Background: an optimization exercise with open tools, aiming at small area and a short achievable clock period. Do not read the settings as production practice. Where RTL was checked, it was by simulation tests only, not by an equivalence proof against the original. No functional check of the RTL was part of run 1. No activity file was given, so power comes from the tool's default toggle rates.

===== design.v =====
package cpuPkg;
    function automatic logic [31:0] prefixAdd(input logic [31:0] a, input logic [31:0] b,
                                              input logic carryIn);
        logic [32:0] g, t, gNext, tNext;
        logic [31:0] sum;
        g[0] = carryIn;
        t[0] = 1'b0;
        for (int i = 0; i < 32; i++)
        begin
            g[i+1] = a[i] & b[i];
            t[i+1] = a[i] | b[i];
        end
        for (int l = 0; l < 6; l++)
        begin
            for (int i = 0; i <= 32; i++)
                if (i >= (1 << l))
                begin
                    gNext[i] = g[i] | (t[i] & g[i - (1 << l)]);
                    tNext[i] = t[i] & t[i - (1 << l)];
                end
                else
                begin
                    gNext[i] = g[i];
                    tNext[i] = t[i];
                end
            g = gNext;
            t = tNext;
        end
        for (int i = 0; i < 32; i++)
            sum[i] = a[i] ^ b[i] ^ g[i];
        prefixAdd = sum;
    endfunction
endpackage
`timescale 1ns/1ps
module readGroup3 (
    input  logic [2:0] select,
    input  logic [2:0] data,
    output logic       anyLow
);
    assign anyLow = !(|(select & data));
endmodule
module registerFile (
    input  logic        CLOCK,
    input  logic        RESET,
    input  logic [31:1] selectA,        
    input  logic [31:1] selectB,
    input  logic        writeEnable,    
    input  logic [4:0]  writeIndex,
    input  logic [31:0] writeData,
    output logic [31:0] readDataA,
    output logic [31:0] readDataB
);
    logic [31:0] registers [1:31];
    logic [31:0] loadData;
    logic [31:1] load;
    assign loadData = RESET ? 32'b0 : writeData;
    always_comb
        for (int i = 1; i < 32; i++)
            load[i] = RESET || (writeEnable && writeIndex == 5'(i));
    always_ff @(posedge CLOCK)
        for (int i = 1; i < 32; i++)
            if (load[i])
                registers[i] <= loadData;
    for (genvar b = 0; b < 32; b++)
    begin : g_bit
        logic [9:0] lowA, lowB;
        for (genvar k = 0; k < 10; k++)
        begin : g_group
            readGroup3 i_a (.select(selectA[3*k+3:3*k+1]),
                            .data({registers[3*k+3][b], registers[3*k+2][b], registers[3*k+1][b]}),
                            .anyLow(lowA[k]));
            readGroup3 i_b (.select(selectB[3*k+3:3*k+1]),
                            .data({registers[3*k+3][b], registers[3*k+2][b], registers[3*k+1][b]}),
                            .anyLow(lowB[k]));
        end
        assign readDataA[b] = !(&lowA) || (selectA[31] && registers[31][b]);
        assign readDataB[b] = !(&lowB) || (selectB[31] && registers[31][b]);
    end
endmodule
`timescale 1ns/1ps
module mipsPipeline #(
    parameter logic [31:0] resetAddress = 32'h0000_0000
) (
    input  logic        CLOCK,
    input  logic        RESET,
    input  logic [31:0] instrData,
    input  logic [31:0] dataReadData,
    output logic [31:0] instrAddress,
    output logic [31:0] dataAddress,
    output logic [31:0] dataWriteData,
    output logic        dataWrite,
    output logic        regWriteEnable,
    output logic [4:0]  regWriteIndex,
    output logic [31:0] regWriteData
);
    logic [31:0] programCounter;
    logic        redirect;
    logic [31:2] targetExecute;      
    always_ff @(posedge CLOCK)
    begin
        if (RESET)
            programCounter <= resetAddress;
        else if (redirect)
            programCounter[31:2] <= targetExecute;
        else
            programCounter[31:2] <= programCounter[31:2] + 30'd1;
    end
    assign instrAddress = programCounter;
    logic [31:0] instrDecode;
    logic        validDecode;
    logic [31:1] selectADecode, selectBDecode;    
    always_ff @(posedge CLOCK)
    begin
        validDecode <= !(RESET || redirect);
        instrDecode <= instrData;
        for (int i = 1; i < 32; i++)
        begin
            selectADecode[i] <= (instrData[25:21] == 5'(i));
            selectBDecode[i] <= (instrData[20:16] == 5'(i));
        end
    end
    logic [5:0] opcode, funct;
    logic [4:0] rs, rt, rd;
    assign opcode = instrDecode[31:26];
    assign rs = instrDecode[25:21];
    assign rt = instrDecode[20:16];
    assign rd = instrDecode[15:11];
    assign funct = instrDecode[5:0];
    logic isRType, isAddImm, isLoad, isStore, isAndi, isOri, isXori;
    logic isBeq, isBne, isJump;
    logic fnAdd, fnSub, fnAnd, fnOr, fnXor, fnNor, fnSlt, fnSll, fnSrl, fnSra;
    assign isRType  = (opcode == 6'b000000);
    assign isJump   = (opcode == 6'b000010);
    assign isBeq    = (opcode == 6'b000100);
    assign isBne    = (opcode == 6'b000101);
    assign isAddImm = (opcode == 6'b001000) || (opcode == 6'b001001);
    assign isAndi   = (opcode == 6'b001100);
    assign isOri    = (opcode == 6'b001101);
    assign isXori   = (opcode == 6'b001110);
    assign isLoad   = (opcode == 6'b100011);
    assign isStore  = (opcode == 6'b101011);
    assign fnAdd = isRType && (funct == 6'b100000 || funct == 6'b100001);
    assign fnSub = isRType && (funct == 6'b100010 || funct == 6'b100011);
    assign fnAnd = isRType && (funct == 6'b100100);
    assign fnOr  = isRType && (funct == 6'b100101);
    assign fnXor = isRType && (funct == 6'b100110);
    assign fnNor = isRType && (funct == 6'b100111);
    assign fnSlt = isRType && (funct == 6'b101010);
    assign fnSll = isRType && (funct == 6'b000000);
    assign fnSrl = isRType && (funct == 6'b000010);
    assign fnSra = isRType && (funct == 6'b000011);
    logic rTypeKnown, immediateOp, regWrite;
    logic [4:0] destination;
    assign rTypeKnown = fnAdd || fnSub || fnAnd || fnOr || fnXor || fnNor ||
                        fnSlt || fnSll || fnSrl || fnSra;
    assign immediateOp = isAddImm || isAndi || isOri || isXori || isLoad;
    assign regWrite = rTypeKnown || immediateOp;
    assign destination = isRType ? rd : rt;
    logic [31:0] readDataA, readDataB;
    logic [31:0] writebackData, memoryResult;
    logic        regWriteMemory;
    logic [4:0]  writeIndexMemory;
    registerFile i_registerFile (
        .CLOCK(CLOCK),
        .RESET(RESET),
        .selectA(selectADecode),
        .selectB(selectBDecode),
        .writeEnable(regWriteMemory),
        .writeIndex(writeIndexMemory),
        .writeData(memoryResult),
        .readDataA(readDataA),
        .readDataB(readDataB)
    );
    logic [31:0] immediate, reversedB, operandB;
    logic        zeroExtend, useImmediate, invertB, reverseB;
    assign zeroExtend = isAndi || isOri || isXori;
    assign useImmediate = !isRType;
    assign invertB = fnSub || fnSlt;
    assign reverseB = fnSll;
    assign immediate = {{16{instrDecode[15] && !zeroExtend}}, instrDecode[15:0]};
    always_comb
    begin
        for (int i = 0; i < 32; i++)
            reversedB[i] = readDataB[31 - i];
        if (useImmediate)
            operandB = immediate;
        else if (invertB)
            operandB = ~readDataB;
        else if (reverseB)
            operandB = reversedB;
        else
            operandB = readDataB;
    end
    logic [31:2] target, branchTarget;
    logic [31:0] branchSum;
    assign branchSum = cpuPkg::prefixAdd({2'b00, programCounter[31:2]},
                                         {{16{instrDecode[15]}}, instrDecode[15:0]}, 1'b0);
    assign branchTarget = branchSum[29:0];
    assign target = isJump ? {programCounter[31:28], instrDecode[25:0]} : branchTarget;
    logic        regWriteExecute, loadExecute, storeExecute;
    logic        branchExecute, branchOnEqualExecute, jumpExecute;
    logic        addExecute, subExecute, andExecute, orExecute, xorExecute, norExecute;
    logic        sltExecute, shiftExecute, sllExecute, arithExecute;
    logic [4:0]  shamtExecute, writeIndexExecute;
    logic [31:0] srcAExecute, operandBExecute, storeDataExecute;
    logic        takeBranch;
    always_ff @(posedge CLOCK)
    begin
        if (RESET || redirect || !validDecode)
        begin
            regWriteExecute <= 1'b0;
            loadExecute <= 1'b0;
            storeExecute <= 1'b0;
            branchExecute <= 1'b0;
            jumpExecute <= 1'b0;
        end
        else
        begin
            regWriteExecute <= regWrite && (destination != 5'd0);
            loadExecute <= isLoad;
            storeExecute <= isStore;
            branchExecute <= isBeq || isBne;
            jumpExecute <= isJump;
        end
        branchOnEqualExecute <= isBeq;
        addExecute <= isAddImm || isLoad || isStore || fnAdd || fnSub;
        subExecute <= fnSub || fnSlt;
        andExecute <= fnAnd || isAndi;
        orExecute  <= fnOr || isOri;
        xorExecute <= fnXor || isXori;
        norExecute <= fnNor;
        sltExecute <= fnSlt;
        shiftExecute <= fnSll || fnSrl || fnSra;
        sllExecute <= fnSll;
        arithExecute <= fnSra;
        shamtExecute <= instrDecode[10:6];
        writeIndexExecute <= destination;
        srcAExecute <= readDataA;
        operandBExecute <= operandB;
        storeDataExecute <= readDataB;
        if (!takeBranch)
            targetExecute <= target;
    end
    logic [31:0] sum, logicResult, rightShift, shiftResult, aluResult;
    logic        lessThan;
    assign sum = cpuPkg::prefixAdd(srcAExecute, operandBExecute, subExecute);
    assign lessThan = (srcAExecute[31] == operandBExecute[31]) ? srcAExecute[31] : sum[31];
    always_comb
    begin
        logicResult = ({32{andExecute}} & (srcAExecute & operandBExecute)) |
                      ({32{orExecute}}  & (srcAExecute | operandBExecute)) |
                      ({32{xorExecute}} & (srcAExecute ^ operandBExecute)) |
                      ({32{norExecute}} & ~(srcAExecute | operandBExecute));
        rightShift = 32'($signed({arithExecute && operandBExecute[31], operandBExecute}) >>> shamtExecute);
        for (int i = 0; i < 32; i++)
            shiftResult[i] = sllExecute ? rightShift[31 - i] : rightShift[i];
        aluResult = ({32{addExecute}} & sum) | logicResult |
                    ({32{shiftExecute}} & shiftResult) |
                    {31'b0, sltExecute && lessThan};
    end
    assign takeBranch = jumpExecute ||
                        (branchExecute && ((srcAExecute == storeDataExecute) == branchOnEqualExecute));
    logic        loadMemory, storeMemory, takeBranchMemory;
    logic [31:0] aluResultMemory, storeDataMemory;
    always_ff @(posedge CLOCK)
    begin
        if (RESET || redirect)
        begin
            regWriteMemory <= 1'b0;
            loadMemory <= 1'b0;
            storeMemory <= 1'b0;
            takeBranchMemory <= 1'b0;
        end
        else
        begin
            regWriteMemory <= regWriteExecute;
            loadMemory <= loadExecute;
            storeMemory <= storeExecute;
            takeBranchMemory <= takeBranch;
        end
        writeIndexMemory <= writeIndexExecute;
        aluResultMemory <= aluResult;
        storeDataMemory <= storeDataExecute;
    end
    assign redirect = takeBranchMemory;
    assign dataAddress = aluResultMemory;
    assign dataWriteData = storeDataMemory;
    assign dataWrite = storeMemory;
    assign memoryResult = loadMemory ? dataReadData : aluResultMemory;
    always_ff @(posedge CLOCK)
    begin
        if (RESET)
            regWriteEnable <= 1'b0;
        else
            regWriteEnable <= regWriteMemory;
        regWriteIndex <= writeIndexMemory;
        writebackData <= memoryResult;
    end
    assign regWriteData = writebackData;
endmodule

===== flow/run.sh =====
#!/bin/bash
# The standard ORFS layout with three changes:
#  - ports are buffered with buf_2 instead of the default (a slow delay buffer),
#  - the resizer may swap cells across footprints,
#  - clock tree: clkbuf_8 buffers, larger sink clusters, no dummy loads.
set -euo pipefail
bash standard.sh finish \
    MATCH_CELL_FOOTPRINT=0 \
    "BUFFER_PORTS_ARGS=-buffer_cell sky130_fd_sc_hd__buf_2" \
    "CTS_ARGS=-sink_clustering_enable -repair_clock_nets -buf_list sky130_fd_sc_hd__clkbuf_8 -dont_use_dummy_load -sink_clustering_size 24 -sink_clustering_max_diameter 60" \
    > flow_make.log 2>&1

===== standard.sh =====
#!/bin/bash
# synth_recipe.tcl (not shown) runs the flow's synth.tcl, then flattens the netlist and writes it again
# the make line also repeats each setting of config.mk as NAME=value (left out here)
make -C /OpenROAD-flow-scripts/flow DESIGN_CONFIG=/design/flow/config.mk WORK_HOME=/design/flow/orfs CLKGATE_MAP_FILE= SYNTH_SCRIPT=/design/flow/synth_recipe.tcl "${@:-finish}"

===== constraint.sdc =====
create_clock -name core_clock -period 6.0 [get_ports {CLOCK}]
set_input_delay 1.2000 -clock core_clock [delete_from_list [all_inputs] [get_ports {CLOCK}]]
set_output_delay 1.2000 -clock core_clock [all_outputs]
set_load 0.01 [all_outputs]

===== config.mk =====
export PLATFORM = sky130hd
export DESIGN_NAME = mipsPipeline
export DESIGN_NICKNAME = mipsPipeline
export VERILOG_FILES = /design/flow/design.v
export SDC_FILE = /design/flow/constraint.sdc
export NUM_CORES = 4
export LEC_CHECK = 0
export CAP_MARGIN = 20
export CORE_MARGIN = 2
export CORE_UTILIZATION = 40
export PLACE_DENSITY = 0.45
export SETUP_SLACK_MARGIN = 3.5
export SLEW_MARGIN = 20
export SYNTH_HIERARCHICAL = 1
export TNS_END_PERCENT = 100

==> results.cfg, run 1 <==
[layout]
most-common-layout-cells = edfxtp_1, a222oi_1, buf_4, nor2_1, nand2_1
final_layout_size_suffix_gt1_share_pct = 28.3
nNetsFinal = 4795
fillerInstances = 12600
area_delta_synth_final_pct = 19.2
layout_commonest_cell = edfxtp_1
finalCoreUtilization_pct = 48.0

[drt]
first_iter_violations = 7254
routed_wl_mm = 235
drt.antenna.violating_nets = 0
dr_total_vias = 43100
drt-pass1-iter-count = 12
route.detailed.vias_per_inst = 6.62
drc = 0
routedWlPerCell_um = 36.1

[global_route]
largest_net_degree_at_the_start_of_global_routing = 61
grt_antenna_before_repair = 11
first_global_vias = 41000
grt-ovfl-total = 0
grt_first_pass_wirelength_mm = 322
grt_usage_pct = 31.0

[floorplan]
std_cell_rows = 139
die_w_um = 384
core_sq_um = 143000
io-pin-count = 201
dieArea_sq_um = 147000
initial_core_utilization_pct = 40.2
die_y_um = 384

[placement]
routabilityCongestion = 0.935
buffer_ports.inserted = 198
post-place-ws_ns = 2.39
hpwlAfterDp_mm = 148

[logic_synthesis]
post_synth_instance_area_sq_um = 57600
synth.avg_cell_area_sq_um = 14.3
synth_flop_cell = edfxtp_1
synth-async-reset-ratio_pct = 0
synth_seq_area_share_pct = 65.7
synth-edff-count = 1022
syn-instance-count = 4030
post_synth_num_cell_types = 86
synth-warning-count = 9
synthTopCellsByArea = edfxtp_1, dfxtp_1, a222oi_1
netlist.area_leader.share_pct = 53.2
post-synth-top-area-cell = edfxtp_1
synth-seq-cells = 1380

[sta]
period_share_pct = 52.4
setup-violations-final = 0
worst_slew_slack_as_a_fraction_of_its_limit_pct = 35.8
rsz0062_at_grt = true
fin_ws_ns = 2.86
timing_hold_violations_final = 0
fmaxAchievable_mhz = 318
timing.setup.tns_ns = 0
maxSlewViolCount = 0
skew_ns = 0.0911
final_period_minus_worst_setup_slack_ns = 3.14
worst_slew_pin_slew_ns = 0.963

[clocking]
clk-insertion-delay-late_ns = 0.92
cts_buffers = 131
ctsLongestPathBuffers = 3
cts_tree = yes
h-tree-depth = 4
cts_root_buffer = clkbuf_8
clk_pin_slew_ns = 0.11
cts.sink_count = 1380
post_cts_hold_buffer_count = 0

[worst_setup_path]
cp.required_ns = 6.74
criticalPathCategory = reg -> reg
crit_fanout = 6
start_kind = register
cp_data_arrival_time_ns = 3.88
endpoint_kind = register

[power_and_ir_drop]
p_leak_nw = 25.1
vdd.ir_drop.worst_v = 0.000185
power_density_nw_per_um2 = 275

[flow_run]
max-cap-violations = 0

[outcome]
run_status = no timing/DRC/antenna violations

[hold_path]
hp-class = reg -> reg
flip-flops by register name (all words and copies together) (netlist names), 32 cells and up:
signal and flops:
operandBExecute 32, i_registerFile.registers 992, storeDataExecute 32, srcAExecute 32, aluResultMemory 32, storeDataMemory 32
instrDecode 32, writebackData 32
per-module statistics from Yosys (local to each module, per instance):
module / times used / cells / cell area [sq um] / flip-flops and latches
registerFile: 1 / 1348 / 32200 / 992
mipsPipeline: 1 / 2042 / 19000 / 388
readGroup3: 640 / 1 / 10.0 / 0
cell usage after synthesis, types with 7 or more instances:
master,number
a2111o_1,65
a211oi_1,21
a21o_1,7
a21oi_1,149
a221o_1,7
a221oi_1,25
a222oi_1,641
a22oi_1,12
and2_1,10
buf_1,7
buf_2,21
clkbuf_1,79
dfxtp_1,358
edfxtp_1,1022
ha_1,124
inv_1,164
mux2_2,80
mux2i_1,51
mux4_2,28
nand2_1,208
nand2b_1,23
nand3_1,23
nand4_1,143
nor2_1,227
nor2b_1,48
nor3_1,48
nor4_1,18
o211ai_1,11
o21ai_0,134
o21bai_1,12
o221ai_1,16
o31ai_1,15
or3_1,12
xnor2_1,52
xor2_1,55
where the power goes:
group | switching (mW) | total (mW) | internal, mW
combinational | 1.58 | 2.52 | 0.941
sequential | 0.472 | 11.3 | 10.9
clock | 3.11 | 5.06 | 1.95
total | 5.17 | 18.9 | 13.8
critical path, cell delays in order (launching register included):
cell and delay [ns]:
dfxtp_4 0.38, fa_2 0.37, nand2b_4 0.10, a2111oi_4 0.09
o31ai_4 0.46, a2111oi_4 0.16, a221o_2 0.43, a31oi_4 0.32
o311ai_4 0.13, xor2_1 0.19, a221o_1 0.32
layout make-up:
cell class                      instances  area [sq um]  area share, %
Antenna cell                            6          15.0         0.0218
Clock buffer                          131          1800           2.62
Sequential cell                      1380         38300           55.7
Multi-Input combinational cell       2374         20500           29.8
Inverter                              167           663          0.965
Timing Repair Buffer                  548          5100           7.42
Timing Repair inverter                  1          7.51         0.0109
Tap cell                             1903          2380           3.46
metrics by stage:
stage / area [sq um] / power, mW / hold WS [ns] / cells
4_1_cts: 67400 / 18.9 / 0.301 / 6453
2_1_floorplan: 57900 / 12.5 / 0.310 / 4031
3_3_place_gp: 62100 / 13.6 / 0.311 / 6150
3_5_place_dp: 62200 / 13.6 / 0.313 / 6153
5_1_grt: 68700 / 19.6 / 0.326 / 6506
6_report: 68700 / 18.9 / 0.331 / 6510
layer usage:
layer,vias to the layer above,GRT usage [%],part of all wire [%],routed length [um]
met5,-,0,0.014,34
met4,4,13.3,4.6,10900
met3,416,7.72,9.9,23400
met2,2357,48.4,46,108000
met1,22000,41.2,40,93300
li1,18300,-,-,-
repair_timing:
action | 4_1_cts | 5_1_grt
cloned | 12 | 3
endpoints found under the hold margin | 0 | 0
endpoints found under the setup margin | 875 | 279
pin swaps | 120 | 140
resized for setup | 543 | 246
setup buffers | 157 | 48
worst paths after layout:
| path | startpoint | to | slack, ns | cells past startpoint |
|---|---|---|---|---|
| setup reg to reg | srcAExecute[0]$_DFF_P_ | aluResultMemory[29]$_DFF_P_ | 2.86 | 10 |
| hold reg to reg | writeIndexExecute[1]$_DFF_P_ | writeIndexMemory[1]$_DFF_P_ | 0.33 | 0 |
| hold / removal | writeIndexExecute[1]$_DFF_P_ | writeIndexMemory[1]$_DFF_P_ | 0.33 | 0 |
| setup / recovery | srcAExecute[0]$_DFF_P_ | aluResultMemory[29]$_DFF_P_ | 2.86 | 10 |
kinds of logic after synthesis:
group,after synthesis,share of synthesized area (%)
AOI/OAI and AO/OA,1179,17.7
and+or+nand+nor,797,6.78
xor gates and xnor gates,107,1.63
buffers and inverters,280,1.91
other,1,0.00651
muxes,160,3.56
DFF,1380,65.7
adders and majority gates,126,2.76
==> inputs of run 2 (changes only) <==
--- a/design.v
+++ b/design.v
@@ -1,34 +1 @@
-package cpuPkg;
-    function automatic logic [31:0] prefixAdd(input logic [31:0] a, input logic [31:0] b,
-                                              input logic carryIn);
-        logic [32:0] g, t, gNext, tNext;
-        logic [31:0] sum;
-        g[0] = carryIn;
-        t[0] = 1'b0;
-        for (int i = 0; i < 32; i++)
-        begin
-            g[i+1] = a[i] & b[i];
-            t[i+1] = a[i] | b[i];
-        end
-        for (int l = 0; l < 6; l++)
-        begin
-            for (int i = 0; i <= 32; i++)
-                if (i >= (1 << l))
-                begin
-                    gNext[i] = g[i] | (t[i] & g[i - (1 << l)]);
-                    tNext[i] = t[i] & t[i - (1 << l)];
-                end
-                else
-                begin
-                    gNext[i] = g[i];
-                    tNext[i] = t[i];
-                end
-            g = gNext;
-            t = tNext;
-        end
-        for (int i = 0; i < 32; i++)
-            sum[i] = a[i] ^ b[i] ^ g[i];
-        prefixAdd = sum;
-    endfunction
-endpackage
 `timescale 1ns/1ps
@@ -194,6 +161,3 @@
     logic [31:2] target, branchTarget;
-    logic [31:0] branchSum;
-    assign branchSum = cpuPkg::prefixAdd({2'b00, programCounter[31:2]},
-                                         {{16{instrDecode[15]}}, instrDecode[15:0]}, 1'b0);
-    assign branchTarget = branchSum[29:0];
+    assign branchTarget = programCounter[31:2] + {{14{instrDecode[15]}}, instrDecode[15:0]};
     assign target = isJump ? {programCounter[31:28], instrDecode[25:0]} : branchTarget;
@@ -243,6 +207,6 @@
     end
-    logic [31:0] sum, logicResult, rightShift, shiftResult, aluResult;
-    logic        lessThan;
-    assign sum = cpuPkg::prefixAdd(srcAExecute, operandBExecute, subExecute);
-    assign lessThan = (srcAExecute[31] == operandBExecute[31]) ? srcAExecute[31] : sum[31];
+    logic [32:0] sumCarry;
+    logic [31:0] sum, logicResult, rightShift, shiftResult, otherResult;
+    assign sumCarry = {srcAExecute, 1'b1} + {operandBExecute, subExecute};
+    assign sum = sumCarry[32:1];
     always_comb
@@ -256,5 +220,3 @@
             shiftResult[i] = sllExecute ? rightShift[31 - i] : rightShift[i];
-        aluResult = ({32{addExecute}} & sum) | logicResult |
-                    ({32{shiftExecute}} & shiftResult) |
-                    {31'b0, sltExecute && lessThan};
+        otherResult = logicResult | ({32{shiftExecute}} & shiftResult);
     end
@@ -263,3 +225,5 @@
     logic        loadMemory, storeMemory, takeBranchMemory;
-    logic [31:0] aluResultMemory, storeDataMemory;
+    logic        addMemory, sltMemory, signsDifferMemory, signAMemory;
+    logic [31:0] sumMemory, otherMemory, storeDataMemory;
+    logic        lessThan;
     always_ff @(posedge CLOCK)
@@ -281,3 +245,8 @@
         writeIndexMemory <= writeIndexExecute;
-        aluResultMemory <= aluResult;
+        sumMemory <= sum;
+        otherMemory <= otherResult;
+        addMemory <= addExecute;
+        sltMemory <= sltExecute;
+        signsDifferMemory <= (srcAExecute[31] == operandBExecute[31]);
+        signAMemory <= srcAExecute[31];
         storeDataMemory <= storeDataExecute;
@@ -285,6 +254,9 @@
     assign redirect = takeBranchMemory;
-    assign dataAddress = aluResultMemory;
+    assign dataAddress = sumMemory;
     assign dataWriteData = storeDataMemory;
     assign dataWrite = storeMemory;
-    assign memoryResult = loadMemory ? dataReadData : aluResultMemory;
+    assign lessThan = signsDifferMemory ? signAMemory : sumMemory[31];
+    assign memoryResult = loadMemory ? dataReadData :
+                          (({32{addMemory}} & sumMemory) | otherMemory |
+                           {31'b0, sltMemory && lessThan});
     always_ff @(posedge CLOCK)
==> flow/run.sh (replaced) <==
#!/bin/bash
# The standard ORFS layout with three changes:
#  - ports are buffered with buf_2 instead of the default (a slow delay buffer),
#  - the resizer may swap cells across footprints,
#  - clock tree: clkbuf_16 root, clkbuf_8 elsewhere, smaller sink clusters,
#    no dummy loads.
set -euo pipefail
bash standard.sh finish \
    MATCH_CELL_FOOTPRINT=0 \
    "BUFFER_PORTS_ARGS=-buffer_cell sky130_fd_sc_hd__buf_2" \
    "CTS_ARGS=-sink_clustering_enable -repair_clock_nets -root_buf sky130_fd_sc_hd__clkbuf_16 -buf_list sky130_fd_sc_hd__clkbuf_8 -dont_use_dummy_load -sink_clustering_size 18 -sink_clustering_max_diameter 50" \
    > flow_make.log 2>&1
--- a/config.mk
+++ b/config.mk
@@ -11,3 +11,3 @@
 export PLACE_DENSITY = 0.45
-export SETUP_SLACK_MARGIN = 3.5
+export SETUP_SLACK_MARGIN = 3.6
 export SLEW_MARGIN = 20
==> run 2 against run 1 <==
  * Still clean
  * Design area rose by 1.6%
  * Die area rose by 1.0%
  * Sequential share of layout area rose by 0.20 points
  * Register-to-register slack improved by 0.08 ns
  * Flip-flop and latch count rose by 36
  * Clock skew fell by 0.013 ns
  * Maximum frequency rose by 2.6%
  * Clock-buffer cell count rose by 27
  * Area after synthesis rose by 1.0%
  * Setup slack improved by 0.078 ns
  * Largest power group unchanged
  * Highest routed layer unchanged
==> results.cfg, run 2 <==
[outcome]
run_status = no timing/DRC/antenna violations

[layout]
nNetsFinal = 4783
most-common-layout-cells = edfxtp_1, a222oi_1, nand2_1, buf_4, nor2_1
fillerInstances = 12800
area_delta_synth_final_pct = 19.9
largest_register_ff_count = 992
layout_commonest_cell = edfxtp_1
layout.cells.non_filler = 6541
final_layout_size_suffix_gt1_share_pct = 28.9
finalCoreUtilization_pct = 48.1
final_area_sq_um = 69800
top_register = i_registerFile.registers

[placement]
post-place-cells = 6140
buffer_ports.inserted = 198
routabilityCongestion = 0.904
hpwlAfterDp_mm = 151
post-place-ws_ns = 2.39
postPlaceCellArea_sq_um = 62500

[floorplan]
core_sq_um = 145000
die_w_um = 386
die_y_um = 386
io-pin-count = 201
initial_core_utilization_pct = 40.2
std_cell_rows = 140
dieArea_sq_um = 149000

[logic_synthesis]
synth-edff-count = 1022
syn-instance-count = 4059
synth-warning-count = 9
post-synth-top-area-cell = edfxtp_1
synth_seq_area_share_pct = 66.2
synthTopCellsByArea = edfxtp_1, dfxtp_1, a222oi_1
netlist_top_cells_count = edfxtp_1, a222oi_1, dfxtp_1, nand2_1, nor2_1
netlist.area_leader.share_pct = 52.7
synth.avg_cell_area_sq_um = 14.3
yosysMostFrequentCell = edfxtp_1
post_synth_instance_area_sq_um = 58200
synth-seq-cells = 1416
synth_flop_cell = edfxtp_1
synth-async-reset-ratio_pct = 0
post_synth_num_cell_types = 95

[drt]
first_iter_violations = 7678
drc = 0
drt-pass1-iter-count = 14
routedWlPerCell_um = 36.9
dr_total_vias = 43800
drt.antenna.violating_nets = 0
routed_wl_mm = 242
route.detailed.vias_per_inst = 6.70

[clocking]
cts_tree = yes
ctsLongestPathBuffers = 3
h-tree-depth = 4
clk-insertion-delay-late_ns = 0.78
cts_root_buffer = clkbuf_16
clk_pin_slew_ns = 0.10
cts_buffers = 158
cts.sink_count = 1416
post_cts_hold_buffer_count = 0

[sta]
fmaxAchievable_mhz = 326
fin_ws_ns = 2.94
maxSlewViolCount = 0
worst_slew_pin_slew_ns = 1.17
final_period_minus_worst_setup_slack_ns = 3.06
rsz0062_at_grt = true
timing_hold_violations_final = 0
period_share_pct = 51.1
finalHoldWorstSlack_ns = 0.329
setup-violations-final = 0
skew_ns = 0.0780
timing.setup.tns_ns = 0
worst_slew_slack_as_a_fraction_of_its_limit_pct = 21.8

[power_and_ir_drop]
net_switching_share_of_the_total_power_pct = 27.2
p_int_mw = 14.6
report.power.total_mw = 20.1
power_density_nw_per_um2 = 287
p_clk_share_pct = 28.0
vdd.ir_drop.worst_v = 0.000238
power_frac_comb_pct = 13.6
sequentialPowerShare_pct = 58.4
power_switching_mw = 5.45
p_leak_nw = 25.3

[worst_setup_path]
cp_data_arrival_time_ns = 3.67
crit_fanout = 6
endpoint_kind = register
start_kind = register
criticalPathCategory = reg -> reg
cp.required_ns = 6.60

[global_route]
first_global_vias = 41300
grt-ovfl-total = 0
grt_antenna_before_repair = 5
grt_usage_pct = 31.2
grt_first_pass_wirelength_mm = 326
largest_net_degree_at_the_start_of_global_routing = 57

[flow_run]
max-cap-violations = 0

[hold_path]
hp-class = reg -> reg
-- run 2: cell count changes after synthesis, moves of 15 or more --
cell	change
dfxtp_1	+36
mux2i_1	-20
clkbuf_1	+25
o221ai_1	-15
inv_1	-70
a221oi_1	+33
a21o_1	+28
mux2_2	-19
ha_1	-30
o21ai_0	+39
-- run 2: modules after synthesis (local to each module, per instance) --
| module | times used | flops+latches | cells inside | cell area, sq um |
|---|---|---|---|---|
| registerFile | 1 | 992 | 1348 | 32200 |
| mipsPipeline | 1 | 424 | 2071 | 19600 |
| readGroup3 | 640 | 0 | 1 | 10.0 |
-- run 2: cells by family (layout without fill, tap and decap cells) --
| kind of cell | after synthesis | after routing | synth area share (%) |
|---|---|---|---|
| multiplexers | 127 | 127 | 3.07 |
| buffers and inverters | 240 | 783 | 1.70 |
| XOR/XNOR | 101 | 101 | 1.52 |
| other | 1 | 7 | 0.00644 |
| AND/OR/NAND/NOR | 818 | 834 | 7.03 |
| AO/OA/AOI/OAI | 1260 | 1260 | 18.4 |
| flip-flops | 1416 | 1416 | 66.2 |
| adder cells (fa/ha/maj) | 96 | 96 | 2.09 |
-- run 2: repair_timing --
action                     in CTS  in global routing
buffers inserted              129                 78
hold endpoints to repair        0                  0
cloned                         19                 12
pin swaps                     131                161
gates resized for setup       592                238
setup endpoints to repair    1625                922
-- run 2: cell type report --
cell class	count	area [sq um]	share of cell area, %
flip-flops and latches	1416	39000	55.9
well taps	1917	2400	3.44
clock buffers	158	2190	3.13
multi-input cells	2420	20800	29.8
diodes	5	12.5	0.0179
inverters	96	365	0.523
repair buffers	529	5030	7.21
-- run 2: routing by layer --
metal	track usage (%)	up-vias	share of wire [%]
met5	0	-	0.0079
met4	10.8	2	3.7
met3	6.96	388	9.0
met2	49.6	2365	47
met1	42.1	22500	41
li1	-	18500	-
-- run 2: worst max-delay path, stage by stage (launching register included) --
cell and delay (ns):
dfxtp_4 0.37, buf_12 0.16, buf_8 0.14, a222oi_1 0.44, nand4_1 0.57, a2111o_1 0.67, mux2_4 0.34, a21oi_2 0.11
o21ai_1 0.07
-- run 2: path summary, 6_finish.rpt --
path | from | endpoint | cells after the start | slack (ns)
max reg2reg | selectBDecode[16]$_DFF_P_ | operandBExecute[15]$_DFF_P_ | 8 | 2.94
min reg2reg | writeIndexExecute[2]$_DFF_P_ | writeIndexMemory[2]$_DFF_P_ | 0 | 0.33
max | selectBDecode[16]$_DFF_P_ | operandBExecute[15]$_DFF_P_ | 8 | 2.94
min | writeIndexExecute[2]$_DFF_P_ | writeIndexMemory[2]$_DFF_P_ | 0 | 0.33
-- run 2: power by group through the flow --
stage          Clock (mW)  Sequential, mW  Combinational, mW
2_1_floorplan           0            11.7               1.09
3_5_place_dp            0            11.9               2.14
6_report             5.61            11.7               2.74
4_1_cts              5.75            11.7               2.55
5_1_grt              6.10            11.8               2.86
3_3_place_gp            0            11.9               2.15
==> inputs of run 3 (changes only) <==
--- a/config.mk
+++ b/config.mk
@@ -11,3 +11,3 @@
 export PLACE_DENSITY = 0.45
-export SETUP_SLACK_MARGIN = 3.6
+export SETUP_SLACK_MARGIN = 3.3
 export SLEW_MARGIN = 20
==> run 3 against run 2 <==
  * First-iteration DRC count grew 1.0%
  * Cell count shrank 1.2%
  * Critical path depth grew 2
  * Combinational power shrank about 10%
  * Critical endpoint is now operandBExecute[9]$_DFF_P_
  * Largest cell class unchanged
==> results.cfg, run 3 <==
[outcome]
run_status = no timing/DRC/antenna violations

[sta]
worst_slew_slack_as_a_fraction_of_its_limit_pct = 28.2
worst_slew_pin_slew_ns = 1.08
maxSlewViolCount = 0
timing_hold_violations_final = 0
fmaxAchievable_mhz = 342
skew_ns = 0.0810
timing.setup.tns_ns = 0
final_period_minus_worst_setup_slack_ns = 2.92
rsz0062_at_grt = true
period_share_pct = 48.7
setup-violations-final = 0

[worst_setup_path]
start_kind = register
worstPathCellList = buf_8 > clkbuf_16 > buf_4 > buf_12 > a222oi_1 > nand4_1 > a2111o_1 > buf_6 > a221oi_2 > o21ai_1
slowest_delay_ns = 0.55
endpoint_kind = register
cp_data_arrival_time_ns = 3.53
r2r_slack_ns = 3.08
crit_fanout = 3
critical_path.reg2reg.startpoint = selectBDecode[9]$_DFF_P_
reg_to_reg_endpoint = operandBExecute[9]$_DFF_P_
critical-path-slowest-cell = a2111o_1
criticalPathCategory = reg -> reg
cp.required_ns = 6.61
worst_r2r_path_depth = 10

[power_and_ir_drop]
p_clk_share_pct = 28.2
vdd.ir_drop.worst_v = 0.000199
p_int_mw = 14.2
p_leak_nw = 24.5
sequentialPowerShare_pct = 59.3
report.power.total_mw = 19.7
power_frac_comb_pct = 12.5
power_switching_mw = 5.44
power_density_nw_per_um2 = 293
net_switching_share_of_the_total_power_pct = 27.7

[drt]
dr_total_vias = 44500
first_iter_violations = 7756
routedWlPerCell_um = 39.7
routed_wl_mm = 256
drc = 0
drt.antenna.violating_nets = 0
drt-pass1-iter-count = 10
route.detailed.vias_per_inst = 6.89

[hold_path]
timing.hold.worst.start = writeIndexExecute[1]$_DFF_P_
hp-class = reg -> reg
hold-path-endpoint = writeIndexMemory[1]$_DFF_P_
worst_hold_path.num_cells = 0

[logic_synthesis]
post_synth_num_cell_types = 95
netlist.area_leader.share_pct = 52.7
post_synth_instance_area_sq_um = 58200
synth-warning-count = 9
synth_seq_area_share_pct = 66.2
synth-edff-count = 1022
synth.avg_cell_area_sq_um = 14.3
yosysMostFrequentCell = edfxtp_1
synthTopCellsByArea = edfxtp_1, dfxtp_1, a222oi_1
synth_flop_cell = edfxtp_1
syn-instance-count = 4059
netlist_top_cells_count = edfxtp_1, a222oi_1, dfxtp_1, nand2_1, nor2_1
post-synth-top-area-cell = edfxtp_1
synth-async-reset-ratio_pct = 0
synth-seq-cells = 1416

[global_route]
largest_net_degree_at_the_start_of_global_routing = 56
first_global_vias = 42600
grt-ovfl-total = 0
grt_first_pass_wirelength_mm = 344
grt_usage_pct = 33.4
grt_antenna_before_repair = 16

[clocking]
ctsLongestPathBuffers = 3
h-tree-depth = 4
cts.sink_count = 1416
clk-insertion-delay-late_ns = 0.78
cts_tree = yes
cts_buffers = 151
clk_pin_slew_ns = 0.09
cts_root_buffer = clkbuf_16

[layout]
final_layout_size_suffix_gt1_share_pct = 22.7
sequential_cell_area_sq_um = 38800
final_area_sq_um = 67200
top_register = i_registerFile.registers
layout_commonest_cell = edfxtp_1
area_delta_synth_final_pct = 15.3
largest_register_ff_count = 992
fillerInstances = 13000
most-common-layout-cells = edfxtp_1, a222oi_1, dfxtp_1, nand2_1, nor2_1
area_used_by_multi_input_combinational_logic_sq_um = 20000
nNetsFinal = 4702

[floorplan]
io-pin-count = 201
die_y_um = 386
std_cell_rows = 140
core_sq_um = 145000
dieArea_sq_um = 149000
initial_core_utilization_pct = 40.2
die_w_um = 386

[flow_run]
max-cap-violations = 0

[placement]
routabilityCongestion = 0.869
hpwlAfterDp_mm = 148
buffer_ports.inserted = 198
postPlaceCellArea_sq_um = 62400
## run 3: cell counts after synthesis
Identical to the previous run, type by type.
## run 3: how the worst max path moves through the flow
stage	start	end	slack (ns)	depth (start not counted)
2_1_floorplan	writeIndexMemory[1]$_DFF_P_	i_registerFile.registers[20][0]$_DFFE_PP_	2.49	3
3_3_place_gp	addMemory$_DFF_P_	i_registerFile.registers[11][15]$_DFFE_PP_	2.46	4
3_5_place_dp	instrDecode[26]$_DFF_P_	operandBExecute[24]$_DFF_P_	2.43	8
4_1_cts	selectBDecode[7]$_DFF_P_	operandBExecute[31]$_DFF_P_	3.20	8
5_1_grt	selectBDecode[9]$_DFF_P_	operandBExecute[6]$_DFF_P_	3.06	9
6_report	selectBDecode[9]$_DFF_P_	operandBExecute[9]$_DFF_P_	3.08	10
## run 3: what timing repair did
| action | 4_1_cts | 5_1_grt |
|---|---|---|
| gates cloned | 23 | 7 |
| hold buffers | 0 | 0 |
| endpoints found under the setup margin | 1002 | 524 |
| pin swaps | 77 | 81 |
| setup buffers | 60 | 53 |
| resized for setup | 251 | 142 |
## run 3: power groups by stage
stage	Clock, mW	Combinational (mW)	Sequential (mW)
2_1_floorplan	0	1.07	11.7
3_3_place_gp	0	2.21	11.9
3_5_place_dp	0	2.20	11.9
4_1_cts	5.63	2.33	11.6
5_1_grt	5.97	2.58	11.7
6_report	5.54	2.46	11.7
## run 3: cells by family (layout without fill, tap and decap cells)
logic type,count (synthesis),after routing,share of synthesized area (%)
flip-flops,1416,1416,66.2
AO/OA/AOI/OAI,1260,1260,18.4
AND/OR/NAND/NOR,818,834,7.03
buffers and inverters,240,702,1.70
multiplexers,127,127,3.07
XOR/XNOR,101,101,1.52
adder cells (fa/ha/maj),96,96,2.09
other,1,8,0.00644
## run 3: layer usage
layer  routed length, um  track usage, %
met5                  58               0
met1              101000            43.5
met4               12800            14.7
met3               24300            7.08
met2              118000            53.8
## run 3: Yosys stat by module (local to each module, per instance)
| module | times used | cells |
|---|---|---|
| registerFile | 1 | 1348 |
| readGroup3 | 640 | 1 |
| mipsPipeline | 1 | 2071 |
## run 3: area by class of cell
class / count / share of cell area (%)
Timing Repair Buffer: 455 / 5.27
Sequential cell: 1416 / 57.7
Antenna cell: 6 / 0.0224
Tap cell: 1917 / 3.57
Inverter: 96 / 0.542
Clock buffer: 151 / 3.11
Multi-Input combinational cell: 2420 / 29.8
## run 3: through the flow
step           utilization, %  setup WS, ns  std cells  hold WS, ns
2_1_floorplan               -          2.49       4060        0.310
3_3_place_gp             43.0          2.46       6158        0.312
3_5_place_dp             43.0          2.43       6161        0.312
4_1_cts                  45.6          3.20       6395        0.331
5_1_grt                  46.3          3.06       6457        0.334
6_report                 46.3          3.08       6461        0.329
## run 3: critical path: cells and delay by family, from the launching register on
kind                   cells  cell delay, ns
AOI/OAI and AO/OA          4            1.15
buffers and inverters      5            0.78
and+or+nand+nor            1            0.48
DFF                        1            0.37
==> inputs of run 4 (changes only) <==
--- a/design.v
+++ b/design.v
@@ -140,4 +140,4 @@
     );
-    logic [31:0] immediate, reversedB, operandB;
-    logic        zeroExtend, useImmediate, invertB, reverseB;
+    logic [31:0] immediate, operandB;
+    logic        zeroExtend, useImmediate, invertB;
     assign zeroExtend = isAndi || isOri || isXori;
@@ -145,17 +145,4 @@
     assign invertB = fnSub || fnSlt;
-    assign reverseB = fnSll;
     assign immediate = {{16{instrDecode[15] && !zeroExtend}}, instrDecode[15:0]};
-    always_comb
-    begin
-        for (int i = 0; i < 32; i++)
-            reversedB[i] = readDataB[31 - i];
-        if (useImmediate)
-            operandB = immediate;
-        else if (invertB)
-            operandB = ~readDataB;
-        else if (reverseB)
-            operandB = reversedB;
-        else
-            operandB = readDataB;
-    end
+    assign operandB = useImmediate ? immediate : (readDataB ^ {32{invertB}});
     logic [31:2] target, branchTarget;
@@ -208,3 +195,3 @@
     logic [32:0] sumCarry;
-    logic [31:0] sum, logicResult, rightShift, shiftResult, otherResult;
+    logic [31:0] sum, logicResult, shiftInput, rightShift, shiftResult, otherResult;
     assign sumCarry = {srcAExecute, 1'b1} + {operandBExecute, subExecute};
@@ -217,3 +204,5 @@
                       ({32{norExecute}} & ~(srcAExecute | operandBExecute));
-        rightShift = 32'($signed({arithExecute && operandBExecute[31], operandBExecute}) >>> shamtExecute);
+        for (int i = 0; i < 32; i++)
+            shiftInput[i] = sllExecute ? operandBExecute[31 - i] : operandBExecute[i];
+        rightShift = 32'($signed({arithExecute && shiftInput[31], shiftInput}) >>> shamtExecute);
         for (int i = 0; i < 32; i++)
==> run 4 against run 3 <==
  * Still clean on timing, DRC and antenna
  * Combinational power decreased by 2%
  * Synthesized cell count up 0.54%
  * Via count shrank 3.0%
  * Maximum frequency rose by 0.16%
  * Non-clock buffer count decreased by 29
  * Global-route usage down 2.5 points
  * Area after synthesis up 0.14%
==> results.cfg, run 4 <==
[outcome]
run_status = no timing/DRC/antenna violations

[logic_synthesis]
synth_seq_area_share_pct = 66.1
yosysMostFrequentCell = edfxtp_1
synth-warning-count = 9
synth.avg_cell_area_sq_um = 14.3
synth-seq-cells = 1416
netlist.area_leader.share_pct = 52.6
netlist_top_cells_count = edfxtp_1, a222oi_1, dfxtp_1, nand2_1, nor2_1
synth-edff-count = 1022
synth_flop_cell = edfxtp_1
post-synth-top-area-cell = edfxtp_1
synth-async-reset-ratio_pct = 0
post_synth_instance_area_sq_um = 58300
post_synth_num_cell_types = 76
syn-instance-count = 4081
synthTopCellsByArea = edfxtp_1, dfxtp_1, a222oi_1

[placement]
postPlaceCellArea_sq_um = 62500
routabilityCongestion = 0.876
buffer_ports.inserted = 198
post-place-cells = 6199
hpwlAfterDp_mm = 147

[sta]
finalHoldWorstSlack_ns = 0.330
rsz0062_at_grt = true
fmaxAchievable_mhz = 343
worst_slew_slack_as_a_fraction_of_its_limit_pct = 15.7
setup-violations-final = 0
worst_slew_pin_slew_ns = 1.26
timing_hold_violations_final = 0
maxSlewViolCount = 0
skew_ns = 0.0803
timing.setup.tns_ns = 0
final_period_minus_worst_setup_slack_ns = 2.92
period_share_pct = 48.6

[worst_setup_path]
worst_r2r_path_depth = 13
criticalPathCategory = reg -> reg
cp_common_cell = o21a_1
start_kind = register
slowest_delay_ns = 0.39
critical_path.reg2reg.startpoint = programCounter[2]$_SDFF_PP0_
critical-path-slowest-cell = a221o_1
cp.required_ns = 6.49
endpoint_kind = register
crit_fanout = 4
worstPathCellList = ha_4 > inv_2 > fa_2 > nor2b_2 > o21a_1 > o21ai_2 > a311o_1 > nand3_2 > a221o_1 > a211oi_4 > o21a_1 > mux2i_1 > nand3_1
cp_data_arrival_time_ns = 3.40
startpoint = programCounter[2]$_SDFF_PP0_
r2r_slack_ns = 3.08
reg_to_reg_endpoint = targetExecute[30]$_DFFE_PN_
crit_path_end = targetExecute[30]$_DFFE_PN_

[drt]
drt.antenna.violating_nets = 0
drc = 0
drt-pass1-iter-count = 13
route.detailed.vias_per_inst = 6.69
dr_total_vias = 43200
routedWlPerCell_um = 36.7
routed_wl_mm = 237
first_iter_violations = 7288

[clocking]
cts_root_buffer = clkbuf_16
cts_tree = yes
cts.sink_count = 1416
post_cts_hold_buffer_count = 0
ctsLongestPathBuffers = 3
clk_pin_slew_ns = 0.09
clk-insertion-delay-late_ns = 0.79
h-tree-depth = 4
cts_buffers = 151

[floorplan]
die_w_um = 386
initial_core_utilization_pct = 40.2
dieArea_sq_um = 149000
std_cell_rows = 140
die_y_um = 386
io-pin-count = 201
core_sq_um = 145000

[global_route]
grt-ovfl-total = 0
grt_first_pass_wirelength_mm = 323
first_global_vias = 41600
grt_antenna_before_repair = 5
grt_usage_pct = 31.0
largest_net_degree_at_the_start_of_global_routing = 56

[layout]
sequential_cell_area_sq_um = 38800
final_layout_size_suffix_gt1_share_pct = 21.7
fillerInstances = 13100
most-common-layout-cells = edfxtp_1, a222oi_1, dfxtp_1, nand2_1, nor2_1
area_used_by_multi_input_combinational_logic_sq_um = 20000
largest_register_ff_count = 992
top_register = i_registerFile.registers
layout_commonest_cell = edfxtp_1
final_area_sq_um = 66700
nNetsFinal = 4689
layout.cells.non_filler = 6456
area_delta_synth_final_pct = 14.4

[power_and_ir_drop]
power_density_nw_per_um2 = 293
vdd.ir_drop.worst_v = 0.000175
report.power.total_mw = 19.5
p_leak_nw = 24.3

[flow_run]
max-cap-violations = 0

[hold_path]
hp-class = reg -> reg
==> run 4: cell type report <==
class	instances	area share [%]
inverters	96	0.557
well taps	1917	3.59
diodes	14	0.0525
multi-input cells	2436	30.0
flip-flops and latches	1416	58.1
repair buffers	426	4.56
clock buffers	151	3.13
==> run 4: Yosys stat by module, one instance, submodules excluded <==
module	cells inside	times used	cell area (sq um)
registerFile	1348	1	32200
mipsPipeline	2093	1	19700
readGroup3	1	640	10.0
==> run 4: power breakdown <==
part / switching (mW) / internal [mW] / total (mW)
clock network: 3.23 / 2.25 / 5.48
logic: 1.59 / 0.827 / 2.41
registers: 0.480 / 11.2 / 11.6
total: 5.30 / 14.2 / 19.5
==> run 4: worst max-delay path: cells and delay by family (launching register included) <==
family                     cells  cell delay [ns]
AOI/OAI and AO/OA              6             1.44
adders and majority gates      2             0.38
DFF                            1             0.36
and+or+nand+nor                3             0.24
muxes                          1             0.19
buffers and inverters          1             0.05
==> run 4: cells by family (layout without fill, tap and decap cells) <==
group | count (synthesis) | count (layout) | share of synthesized area (%)
AO/OA/AOI/OAI | 1247 | 1248 | 17.9
other | 1 | 16 | 0.00643
XOR/XNOR | 146 | 146 | 2.19
adder cells (fa/ha/maj) | 96 | 96 | 2.09
buffers and inverters | 232 | 673 | 1.68
AND/OR/NAND/NOR | 807 | 808 | 6.76
multiplexers | 136 | 136 | 3.27
flip-flops | 1416 | 1416 | 66.1
==> run 4: how the worst min path moves through the flow <==
stage / startpoint / endpoint / slack, ns / cells after the start
CTS: storeDataExecute[23]$_DFF_P_ / storeDataMemory[23]$_DFF_P_ / 0.33 / 0
floorplan: addExecute$_DFF_P_ / addMemory$_DFF_P_ / 0.31 / 0
detailed placement: writeIndexExecute[4]$_DFF_P_ / writeIndexMemory[4]$_DFF_P_ / 0.31 / 0
global route: storeDataExecute[16]$_DFF_P_ / storeDataMemory[16]$_DFF_P_ / 0.33 / 0
finish: writeIndexExecute[2]$_DFF_P_ / writeIndexMemory[2]$_DFF_P_ / 0.33 / 0
global placement: writeIndexExecute[1]$_DFF_P_ / writeIndexMemory[1]$_DFF_P_ / 0.31 / 0
==> run 4: metal layers <==
| metal | routed length, um | up-vias | global-route usage (%) |
|---|---|---|---|
| li1 | - | 18200 | - |
| met1 | 97800 | 22100 | 41.9 |
| met2 | 109000 | 2382 | 49.2 |
| met3 | 22300 | 439 | 6.83 |
| met4 | 7990 | 0 | 10.4 |
| met5 | 0 | - | 0 |
==> run 4: metrics by stage <==
stage	utilization, %	setup slack [ns]
after global routing	45.9	2.96
after global placement	43.0	2.25
after floorplan	-	2.49
after CTS	45.4	3.07
after detailed placement	43.1	2.28
final	46.0	3.08
==> run 4: what timing repair did <==
item / 4_1_cts / 5_1_grt
setup buffers: 50 / 33
pin swaps: 44 / 59
endpoints found under the hold margin: 0 / 0
gates cloned: 6 / 3
endpoints found under the setup margin: 858 / 211
gates resized for setup: 223 / 126
==> inputs of run 5 (changes only) <==
--- a/design.v
+++ b/design.v
@@ -63,4 +63,6 @@
     logic [31:0] programCounter;
+    logic [31:2] nextSequential;
     logic        redirect;
     logic [31:2] targetExecute;      
+    assign nextSequential = programCounter[31:2] + 30'd1;
     always_ff @(posedge CLOCK)
@@ -72,3 +74,3 @@
         else
-            programCounter[31:2] <= programCounter[31:2] + 30'd1;
+            programCounter[31:2] <= nextSequential;
     end
@@ -78,2 +80,3 @@
     logic [31:1] selectADecode, selectBDecode;    
+    logic [16:0] targetLowDecode;
     always_ff @(posedge CLOCK)
@@ -82,2 +85,3 @@
         instrDecode <= instrData;
+        targetLowDecode <= {1'b0, nextSequential[17:2]} + {1'b0, instrData[15:0]};
         for (int i = 1; i < 32; i++)
@@ -148,3 +152,19 @@
     logic [31:2] target, branchTarget;
-    assign branchTarget = programCounter[31:2] + {{14{instrDecode[15]}}, instrDecode[15:0]};
+    logic [31:18] highPlusOne, highMinusOne;
+    always_comb
+    begin
+        for (int j = 0; j < 14; j++)
+        begin
+            highPlusOne[18 + j] = programCounter[18 + j] ^
+                                  (&(programCounter[31:18] | (14'h3fff << j)));
+            highMinusOne[18 + j] = programCounter[18 + j] ^
+                                   !(|(programCounter[31:18] & ~(14'h3fff << j)));
+        end
+        branchTarget[17:2] = targetLowDecode[15:0];
+        case ({targetLowDecode[16], instrDecode[15]})
+            2'b10:   branchTarget[31:18] = highPlusOne;
+            2'b01:   branchTarget[31:18] = highMinusOne;
+            default: branchTarget[31:18] = programCounter[31:18];
+        endcase
+    end
     assign target = isJump ? {programCounter[31:28], instrDecode[25:0]} : branchTarget;
==> run 5 against run 4 <==
  * Flip-flop and latch count grew 17
  * Routed wire length grew 0.31%
  * Register-to-register slack gained 0.13 ns
  * Power grew 1.7%
  * Global-route usage shrank 0.78 points
  * Via count shrank 0.64%
  * Hold slack lost 0.032 ns
  * Clock power grew 2%
  * Synthesized cell count shrank 1.5%
==> results.cfg, run 5 <==
[sta]
period_share_pct = 46.4
worst_slew_slack_as_a_fraction_of_its_limit_pct = 17.8
fin_ws_ns = 3.22
worst_slew_pin_slew_ns = 1.23
setup-violations-final = 0
timing_hold_violations_final = 0
timing.setup.tns_ns = 0
fmaxAchievable_mhz = 359
final_period_minus_worst_setup_slack_ns = 2.78
maxSlewViolCount = 0
rsz0062_at_grt = true
skew_ns = 0.0901

[layout]
area_used_by_multi_input_combinational_logic_sq_um = 19800
fillerInstances = 13100
largest_register_ff_count = 992
most-common-layout-cells = edfxtp_1, a222oi_1, dfxtp_1, nand2_1, buf_2
nNetsFinal = 4591
layout_commonest_cell = edfxtp_1
area_delta_synth_final_pct = 13.7
sequential_cell_area_sq_um = 39100
final_layout_size_suffix_gt1_share_pct = 21.6
top_register = i_registerFile.registers

[hold_path]
worst_hold_path.num_cells = 0
hp-class = reg -> reg

[logic_synthesis]
synth.avg_cell_area_sq_um = 14.6
post_synth_instance_area_sq_um = 58800
synth-edff-count = 1022
synthTopCellsByArea = edfxtp_1, dfxtp_1, a222oi_1
post_synth_num_cell_types = 74
yosysMostFrequentCell = edfxtp_1
syn-instance-count = 4020
synth_seq_area_share_pct = 66.2
netlist_top_cells_count = edfxtp_1, a222oi_1, dfxtp_1, nand2_1, nor2_1
synth-warning-count = 9
synth_flop_cell = edfxtp_1
post-synth-top-area-cell = edfxtp_1
synth-seq-cells = 1433
netlist.area_leader.share_pct = 52.2
synth-async-reset-ratio_pct = 0

[worst_setup_path]
cp.required_ns = 6.60
cp_data_arrival_time_ns = 3.39
worst_r2r_path_depth = 6
start_kind = register
endpoint_kind = register
criticalPathCategory = reg -> reg
crit_fanout = 32

[floorplan]
core_sq_um = 146000
die_w_um = 387
std_cell_rows = 140
dieArea_sq_um = 150000
die_y_um = 387
initial_core_utilization_pct = 40.3
io-pin-count = 201

[clocking]
clk-insertion-delay-late_ns = 0.78
clk_pin_slew_ns = 0.09
cts.sink_count = 1433
cts_root_buffer = clkbuf_16
h-tree-depth = 4
ctsLongestPathBuffers = 3
cts_tree = yes
cts_buffers = 156
post_cts_hold_buffer_count = 0

[placement]
post-place-ws_ns = 2.56
buffer_ports.inserted = 198
routabilityCongestion = 0.907
hpwlAfterDp_mm = 154

[drt]
route.detailed.vias_per_inst = 6.75
drt.antenna.violating_nets = 0
first_iter_violations = 7443
drc = 0
routedWlPerCell_um = 37.4
drt-pass1-iter-count = 12
routed_wl_mm = 238
dr_total_vias = 42900

[power_and_ir_drop]
vdd.ir_drop.worst_v = 0.000213
p_leak_nw = 24.3
power_density_nw_per_um2 = 297
report.power.total_mw = 19.9

[global_route]
grt_usage_pct = 30.2
grt-ovfl-total = 0
first_global_vias = 40800
grt_antenna_before_repair = 9
grt_first_pass_wirelength_mm = 321
largest_net_degree_at_the_start_of_global_routing = 54

[outcome]
run_status = no timing/DRC/antenna violations

[flow_run]
max-cap-violations = 0
## run 5: cell count changes after synthesis, sizes merged, moves of 12 or more
| cell | before | now |
|---|---|---|
| o21ai | 179 | 141 |
| a22oi | 9 | 26 |
| a221oi | 27 | 10 |
| clkbuf | 87 | 107 |
| a21oi | 175 | 123 |
| nor2 | 215 | 193 |
| a221o | 3 | 18 |
| ha | 94 | 82 |
| nand3 | 41 | 26 |
| dfxtp | 394 | 411 |
| mux4 | 40 | 67 |
## run 5: area by class of cell
| class | instances | share of cell area [%] |
|---|---|---|
| Sequential cell | 1433 | 58.6 |
| Multi-Input combinational cell | 2356 | 29.7 |
| Timing Repair Buffer | 406 | 4.42 |
| Tap cell | 1917 | 3.59 |
| Clock buffer | 156 | 3.23 |
| Inverter | 87 | 0.502 |
| Timing Repair inverter | 1 | 0.00749 |
| Antenna cell | 2 | 0.00749 |
## run 5: cells by family (layout without fill, tap and decap cells)
family	after synthesis	in the layout	share of synthesized area (%)
other	1	4	0.00638
adder cells (fa/ha/maj)	84	84	1.81
flip-flops	1433	1433	66.2
buffers and inverters	235	650	1.63
multiplexers	177	177	4.53
XOR/XNOR	150	150	2.24
AO/OA/AOI/OAI	1144	1144	16.9
AND/OR/NAND/NOR	796	799	6.69
## run 5: layer usage
metal  wire, um  global-route usage, %
met5         27                      0
met1      95900                   40.7
met3      22400                   6.39
met4       8670                   10.9
met2     111000                   48.1
## run 5: through the flow
stage          cell area [sq um]  hold WS [ns]  utilization (%)  std cells
6_report                   66800         0.297             45.8       6358
5_1_grt                    66800         0.299             45.8       6356
4_1_cts                    65900         0.297             45.2       6305
3_5_place_dp               63000         0.319             43.2       6117
3_3_place_gp               62900         0.315             43.2       6116
2_1_floorplan              58900         0.310                -       4021
## run 5: path summary, 6_finish.rpt
kind	startpoint	endpoint	slack, ns
setup / recovery	selectBDecode[2]$_DFF_P_	operandBExecute[5]$_DFF_P_	3.22
hold / removal	writeIndexExecute[4]$_DFF_P_	writeIndexMemory[4]$_DFF_P_	0.30
setup reg to reg	selectBDecode[2]$_DFF_P_	operandBExecute[5]$_DFF_P_	3.22
hold reg to reg	writeIndexExecute[4]$_DFF_P_	writeIndexMemory[4]$_DFF_P_	0.30
## run 5: Yosys stat by module, one instance, submodules excluded
module	copies in the design	cell area [sq um]	flip-flops and latches	cells
registerFile	1	32200	992	1348
mipsPipeline	1	20100	441	2032
readGroup3	640	10.0	0	1
## run 5: what timing repair did
| item | 4_1_cts | 5_1_grt |
|---|---|---|
| buffers inserted | 28 | 44 |
| gates resized for setup | 133 | 108 |
| hold endpoints to repair | 0 | 0 |
| pin swaps | 16 | 43 |
| gates cloned | 4 | 7 |
| setup endpoints to repair | 467 | 114 |
## run 5: where the power goes
group	internal, mW	switching (mW)	leakage (nW)
Clock	2.32	3.28	1.13
Sequential	11.3	0.557	14.0
Combinational	0.846	1.56	9.10
## run 5: critical path: stages (launching register included)
cell and delay, ns:
dfxtp_2 0.32, buf_4 0.28, a222oi_1 0.33, nand4_1 0.61
a2111o_1 0.69, xnor2_1 0.16, o21ai_1 0.24
==> inputs of run 6 (changes only) <==
--- a/config.mk
+++ b/config.mk
@@ -14,2 +14,2 @@
 export SYNTH_HIERARCHICAL = 1
-export TNS_END_PERCENT = 100
+export TNS_END_PERCENT = 30
==> run 6 against run 5 <==
  * Largest power group unchanged
  * Synthesized cell count unchanged
  * Flip-flop and latch count unchanged
  * Via count increased by 1.1%
  * First-iteration DRC count up 4.4%
  * Sequential power about the same
  * Clock skew grew 0.0050 ns
  * Hold slack better by 0.0040 ns
==> results.cfg, run 6 <==
[drt]
drt.antenna.violating_nets = 0
drc = 0
routed_wl_mm = 242
drt-pass1-iter-count = 10
route.detailed.vias_per_inst = 6.84
routedWlPerCell_um = 38.1
dr_total_vias = 43400
first_iter_violations = 7772

[floorplan]
die_w_um = 387
die_y_um = 387
io-pin-count = 201
std_cell_rows = 140
core_sq_um = 146000
dieArea_sq_um = 150000
initial_core_utilization_pct = 40.3

[clocking]
clk_pin_slew_ns = 0.10
h-tree-depth = 4
cts_root_buffer = clkbuf_16
post_cts_hold_buffer_count = 0
cts.sink_count = 1433
cts_buffers = 157
cts_tree = yes
clk-insertion-delay-late_ns = 0.77
ctsLongestPathBuffers = 3

[layout]
layout_commonest_cell = edfxtp_1
sequential_cell_area_sq_um = 39100
fillerInstances = 13000
finalCoreUtilization_pct = 45.6
area_used_by_multi_input_combinational_logic_sq_um = 19700
top_register = i_registerFile.registers
most-common-layout-cells = edfxtp_1, a222oi_1, dfxtp_1, nand2_1, buf_2
area_delta_synth_final_pct = 13.0
largest_register_ff_count = 992
final_layout_size_suffix_gt1_share_pct = 21.0
nNetsFinal = 4568

[global_route]
grt_usage_pct = 31.2
largest_net_degree_at_the_start_of_global_routing = 54
grt_first_pass_wirelength_mm = 330
grt-ovfl-total = 0
first_global_vias = 41200
grt_antenna_before_repair = 19

[sta]
worst_slew_pin_slew_ns = 1.27
timing.setup.tns_ns = 0
timing_hold_violations_final = 0
rsz0062_at_grt = true
final_period_minus_worst_setup_slack_ns = 2.80
skew_ns = 0.0951
worst_slew_slack_as_a_fraction_of_its_limit_pct = 15.2
fmaxAchievable_mhz = 357
maxSlewViolCount = 0
period_share_pct = 46.6
setup-violations-final = 0

[worst_setup_path]
crit_fanout = 6
endpoint_kind = register
critical-path-slowest-cell = mux4_2
cp_num_buf_inv = 2
cp_common_cell = mux4_2
criticalPathCategory = reg -> reg
cp.required_ns = 6.58
cp_data_arrival_time_ns = 3.37
start_kind = register
slowest_delay_ns = 0.56
critical_path.top_delay_family = multiplexers
worstPathCellList = buf_4 > clkbuf_16 > mux4_2 > mux4_2 > o21ai_0 > a21oi_1 > a221o_1

[hold_path]
hp-class = reg -> reg

[logic_synthesis]
post_synth_instance_area_sq_um = 58800
post-synth-top-area-cell = edfxtp_1
synth_flop_cell = edfxtp_1
netlist_top_cells_count = edfxtp_1, a222oi_1, dfxtp_1, nand2_1, nor2_1
synth-warning-count = 9
yosysMostFrequentCell = edfxtp_1
synth-edff-count = 1022
synthTopCellsByArea = edfxtp_1, dfxtp_1, a222oi_1
synth.avg_cell_area_sq_um = 14.6
synth_seq_area_share_pct = 66.2
post_synth_num_cell_types = 74
syn-instance-count = 4020
synth-async-reset-ratio_pct = 0
synth-seq-cells = 1433
netlist.area_leader.share_pct = 52.2

[power_and_ir_drop]
vdd.ir_drop.worst_v = 0.000220
power_density_nw_per_um2 = 300
p_leak_nw = 24.1

[placement]
hpwlAfterDp_mm = 152
buffer_ports.inserted = 198
routabilityCongestion = 0.927

[flow_run]
max-cap-violations = 0

[outcome]
run_status = no timing/DRC/antenna violations
-- run 6: changes by cell type in the layout (fill, tap and decap cells not counted), moves of 4 or more --
cell	before	now
nor2b_4	17	3
buf_6	15	11
o21ai_0	97	104
buf_12	13	9
o21ai_1	23	17
buf_4	170	161
nor2b_2	16	30
diode_2	2	10
-- run 6: Yosys stat by module (local to each module, per instance) --
module        times used  flops+latches  cells inside
readGroup3           640              0             1
registerFile           1            992          1348
mipsPipeline           1            441          2032
-- run 6: per-stage QoR --
step / cells / power, mW / hold slack, ns / setup slack (ns) / instance area, sq um
global placement: 6115 / 14.3 / 0.312 / 2.31 / 62800
floorplan: 4021 / 13.0 / 0.310 / 2.49 / 58800
finish: 6343 / 19.9 / 0.301 / 3.20 / 66400
detailed placement: 6115 / 14.3 / 0.312 / 2.32 / 62900
global route: 6334 / 20.6 / 0.305 / 3.18 / 66400
CTS: 6305 / 19.9 / 0.315 / 3.18 / 65800
-- run 6: kinds of logic after synthesis --
logic type	after synthesis	share of synthesized area (%)
flops	1433	66.2
compound gates	1144	16.9
simple gates	796	6.69
buf+inv	235	1.63
mux	177	4.53
xor+xnor	150	2.24
fa+ha+maj	84	1.81
other cells	1	0.00638
-- run 6: final timing paths --
kind	depth (start not counted)	to	from	slack, ns
hold / removal	0	writeIndexMemory[1]$_DFF_P_	writeIndexExecute[1]$_DFF_P_	0.30
setup reg to reg	7	otherMemory[6]$_DFF_P_	shamtExecute[0]$_DFF_P_	3.20
hold reg to reg	0	writeIndexMemory[1]$_DFF_P_	writeIndexExecute[1]$_DFF_P_	0.30
setup / recovery	7	otherMemory[6]$_DFF_P_	shamtExecute[0]$_DFF_P_	3.20
-- run 6: report_power, final --
group | switching (mW) | leakage (nW) | internal, mW
combinational | 1.55 | 8.96 | 0.847
sequential | 0.579 | 14.0 | 11.3
clock | 3.29 | 1.13 | 2.34
-- run 6: final cells by class --
type	count	share of cell area, %
Tap cell	1917	3.61
Timing Repair Buffer	385	4.02
Antenna cell	10	0.0377
Inverter	87	0.509
Multi-Input combinational cell	2354	29.7
Sequential cell	1433	58.9
Clock buffer	157	3.27
-- run 6: per-layer routing --
layer / vias to the layer above / global-route usage, % / part of all wire, %
met5: - / 0 / 0
met4: 0 / 13.1 / 4.7
met3: 512 / 6.85 / 10
met2: 2714 / 49.1 / 45
met1: 22200 / 41.8 / 40
li1: 17900 / - / -
-- run 6: timing repair --
item                       in CTS  in global routing
pin swaps                      16                 37
cloned                          4                  2
setup endpoints to repair     559                388
resized for setup             130                 92
buffers inserted               29                 25

==> separate check: timing with driven ports <==
The flow's constraints put no driver on any port. The routed layouts listed below were extracted and timed again, unchanged, in two steps.
Step 1: set_driving_cell puts a clkbuf_16 on CLOCK and a buf_2 on each other input, an assumption about the parent block.
Step 2, shift: input delay + t, output delay - t, t = (earliest + latest rising clock arrival at the registers) / 2. This alone moves slack from input paths to output paths.
Three values: ideal ports, drivers, drivers and shift; two values: the first two.
run | shift t [ns] | slack for setup (ns) | hold WS [ns]
run 1 | 0.951 | 2.858 / 2.858 / 2.751 | 0.331 / 0.331 / 0.331
run 2 | 0.823 | 2.936 / 2.936 / 2.659 | 0.329 / 0.329 / 0.329
run 3 | 0.819 | 3.079 / 3.079 / 2.561 | 0.329 / 0.329 / 0.329
run 4 | 0.827 | 3.083 / 3.083 / 2.520 | 0.330 / 0.330 / 0.330
run 5 | 0.826 | 3.216 / 3.216 / 2.429 | 0.297 / 0.297 / 0.297
run 6 | 0.799 | 3.202 / 3.183 / 2.384 | 0.301 / 0.301 / 0.301
After both steps setup and hold are still met in every run listed. The setup slack of run 6, which loses most, moves by -0.019 ns with the drivers and by -0.818 ns with both steps.
